Source: an optimization exercise on an open RTL-to-GDS flow (aim: small area, a short achievable clock period and few clock cycles). Production flows keep margins and buffers that such runs may drop.
The RTL was checked by simulation tests, not by an equivalence proof against the original design.

==> flow/design.v (excerpt) <==
module competitive_node_distance_adapt (
    input  logic                  clk,
    input  logic                  rst_n,
    input  logic                  cfg_we,
    input  logic [15:0]           cfg_wdata,
    input  logic                  in_valid,
    output logic                  in_stall,
    input  logic [40:0]           in_data,
    output logic                  out_valid,
    input  logic                  out_stall,
    output logic [34:0]           out_data
);
For scale: about 8,500 cells after synthesis, about 1,600 flip-flops, about 99 I/O pins, about 87,000 sq um of cells after synthesis.
export LEC_CHECK = 0
export CAP_MARGIN = 20
export CORE_MARGIN = 2
export CORE_UTILIZATION = 55
export SLEW_MARGIN = 20
export TNS_END_PERCENT = 100
create_clock -name core_clock -period 12.0 [get_ports {clk}]
standard.sh (not shown) runs the stock make flow with config.mk's settings and CLKGATE_MAP_FILE= SYNTH_SCRIPT=/design/flow/synth_recipe.tcl, a recipe that flattens the netlist after the stock synthesis.
==> flow/flow/run.sh <==
#!/bin/bash
# Standard layout, with timing repair aiming at 7.4 ns of setup slack and no dummy clock loads.
set -euo pipefail
bash standard.sh SETUP_SLACK_MARGIN=7.4 \
  CTS_ARGS="-sink_clustering_enable -repair_clock_nets -dont_use_dummy_load" \
  finish > flow_make.log 2>&1
Testbench counts at the start, summed over its fixed seeds: cycles 4,879.
==> next run, changes <==
Settings changed: CORE_UTILIZATION 55 to 40.
What happened:
- synthesized area is unchanged
- utilization came out lower by 16 points
- register-to-register slack loses 0.04 ns
- first-iteration DRC count came out lower by a few percent
- via count is about the same
- worst setup slack loses 0.027 ns
- sequential share of layout area came out lower by 0.39 points
- count of clock-buffer cells in the layout came out higher by 6
- clock skew stays flat

---

competitive_node_distance_adapt, a different RTL version from the one above (not shown whole).
For scale: about 1600 flip-flops, ~99 I/O pins, ~0.087 mm2 of cells after synthesis.
Settings: LEC_CHECK=0, CAP_MARGIN=20, CORE_MARGIN=2, CORE_UTILIZATION=40, SLEW_MARGIN=20, TNS_END_PERCENT=100; clock period 12.0 ns.
Scripts as last shown in full above: flow/flow/run.sh
The first run finished with timing, DRC and antenna clean.
Testbench counts at the start, summed over its fixed seeds: cycles 4,879.
==> next run, changes <==
==> flow/flow/run.sh (replaced) <==
#!/bin/bash
# Standard layout, with timing repair aiming at 7.5 ns of setup slack and no dummy clock loads.
set -euo pipefail
bash standard.sh SETUP_SLACK_MARGIN=7.5 \
  CTS_ARGS="-sink_clustering_enable -repair_clock_nets -dont_use_dummy_load" \
  finish > flow_make.log 2>&1
CORE_UTILIZATION = 55   (was 40)
Outcome: The new run completed with no timing, DRC or antenna violations; register-to-register slack improves by 0.16 ns; setup slack improves by 0.16 ns; synthesized cell count is unchanged; hold slack improves by 0.0039 ns; sequential cell count does not change; routed wire length rises slightly; final area falls slightly; count of clock-buffer cells in the layout falls by 3.
==> next run, changes <==
==> flow/flow/run.sh (replaced) <==
#!/bin/bash
# Standard layout, with timing repair aiming at 7.8 ns of setup slack and no dummy clock loads.
set -euo pipefail
bash standard.sh SETUP_SLACK_MARGIN=7.8 \
  CTS_ARGS="-sink_clustering_enable -repair_clock_nets -dont_use_dummy_load" \
  finish > flow_make.log 2>&1
After rerunning: The new run did not get past final report (6_report); synthesized area is unchanged; routed wire length goes up by about 0.7%; via count grows by 0.91%; synthesized cell count is unchanged; first-iteration DRC count goes down by 4.0%.
==> next run, changes <==
==> flow/flow/run.sh (replaced) <==
#!/bin/bash
# Standard layout, with timing repair aiming at 7.7 ns of setup slack and no dummy clock loads.
set -euo pipefail
bash standard.sh SETUP_SLACK_MARGIN=7.7 \
  CTS_ARGS="-sink_clustering_enable -repair_clock_nets -dont_use_dummy_load" \
  finish > flow_make.log 2>&1
CORE_UTILIZATION = 40   (was 55)
What happened: With this change the flow completed with no timing, DRC or antenna violations; via count rises by 0.49%; first-iteration DRC count increases by 5.5%; routed wire length decreases by 0.31%; area after synthesis does not change.

---

competitive_node_distance_adapt, a different RTL version from the one above (not shown whole).
Size in the first run: ~7800 cells after synthesis, ~79000 sq um of cells after synthesis.
Settings: LEC_CHECK=0, CAP_MARGIN=20, CORE_MARGIN=2, CORE_UTILIZATION=40, SETUP_SLACK_MARGIN=5, SLEW_MARGIN=20, TNS_END_PERCENT=100; clock period 12.0 ns.
run.sh (not shown) runs the stock make flow with config.mk's settings and CLKGATE_MAP_FILE= SYNTH_SCRIPT=/design/flow/synth_recipe.tcl, a recipe that flattens the netlist after the stock synthesis.
Stock flow here: none of the scripts above is used.
Testbench counts at the start, summed over its fixed seeds: cycles 4,901.
==> next run, changes <==
==> flow/flow/run.sh (new file) <==
#!/bin/bash
# Standard layout, with timing repair aiming at 7 ns of setup slack and no dummy clock loads.
set -euo pipefail
bash standard.sh SETUP_SLACK_MARGIN=7 \
  CTS_ARGS="-sink_clustering_enable -repair_clock_nets -dont_use_dummy_load" \
  finish > flow_make.log 2>&1
==> flow/standard.sh (new file) <==
#!/bin/bash
# synth_recipe.tcl (not shown) runs the flow's synth.tcl, then flattens the netlist and writes it again
# the make line also repeats each setting of config.mk as NAME=value (left out here)
make -C /OpenROAD-flow-scripts/flow DESIGN_CONFIG=/design/flow/config.mk WORK_HOME=/design/flow/orfs CLKGATE_MAP_FILE= SYNTH_SCRIPT=/design/flow/synth_recipe.tcl "${@:-finish}"
--- a/flow/config.mk
+++ b/flow/config.mk
@@ -11 +10,0 @@
-export SETUP_SLACK_MARGIN = 5
removed: flow/run.sh
- worst hold slack degrades by 0.050 ns
- final area increases by 2.8%
- non-clock buffer count rises by 253
- setup slack is better by 1.1 ns
- clock skew grows by 0.12 ns
- via count increases by 2.2%
- clock-buffer cell count shrinks by 60

[re-timing with driven ports]
The flow's constraints put no driver on any port. The routed layouts listed below were extracted and timed again, unchanged, in two steps. Step 1: set_driving_cell puts a clkbuf_16 on clk and a buf_2 on each other input, an assumption about the parent block. Step 2 also shifts input and output timing later by t, the mid clock arrival at the registers, as if the neighbouring blocks saw the same clock. Slacks: no drivers / after step 1 / after step 2; pairs: no drivers / after step 1.
run | shift t [ns] | slack for setup (ns) | worst hold slack (ns) | slew at the worst register clock pin (ns) | worst slew at a driven data input, ns
the first run of note 1 | 0.858 | 7.456 / 7.367 / 6.872 | 0.297 / 0.297 / 0.297 | 0.06 / 0.06 | 0.05
the second run of note 1 | 0.856 | 7.429 / 7.368 / 7.034 | 0.262 / 0.262 / 0.262 | 0.06 / 0.06 | 0.05
the first run of note 2 | 0.875 | 7.324 / 7.324 / 6.751 | 0.284 / 0.284 / 0.284 | 0.06 / 0.06 | 0.14
the second run of note 2 | 0.852 | 7.482 / 7.482 / 6.895 | 0.288 / 0.288 / 0.288 | 0.07 / 0.07 | 0.17
the fourth run of note 2 | 0.884 | 7.484 / 7.468 / 7.138 | 0.240 / 0.240 / 0.240 | 0.06 / 0.06 | 0.27
the first run of note 3 | 0.868 | 5.383 / 5.296 / 5.584 | 0.307 / 0.307 / 0.307 | 0.07 / 0.07 | 0.06
the second run of note 3 | 0.876 | 6.515 / 6.515 / 6.515 | 0.257 / 0.257 / 0.257 | 0.07 / 0.07 | 0.06
After both steps every run listed still meets setup and hold. The setup slack of the second run of note 2, which loses most, moves by 0.000 ns with the drivers and by -0.587 ns with both steps.
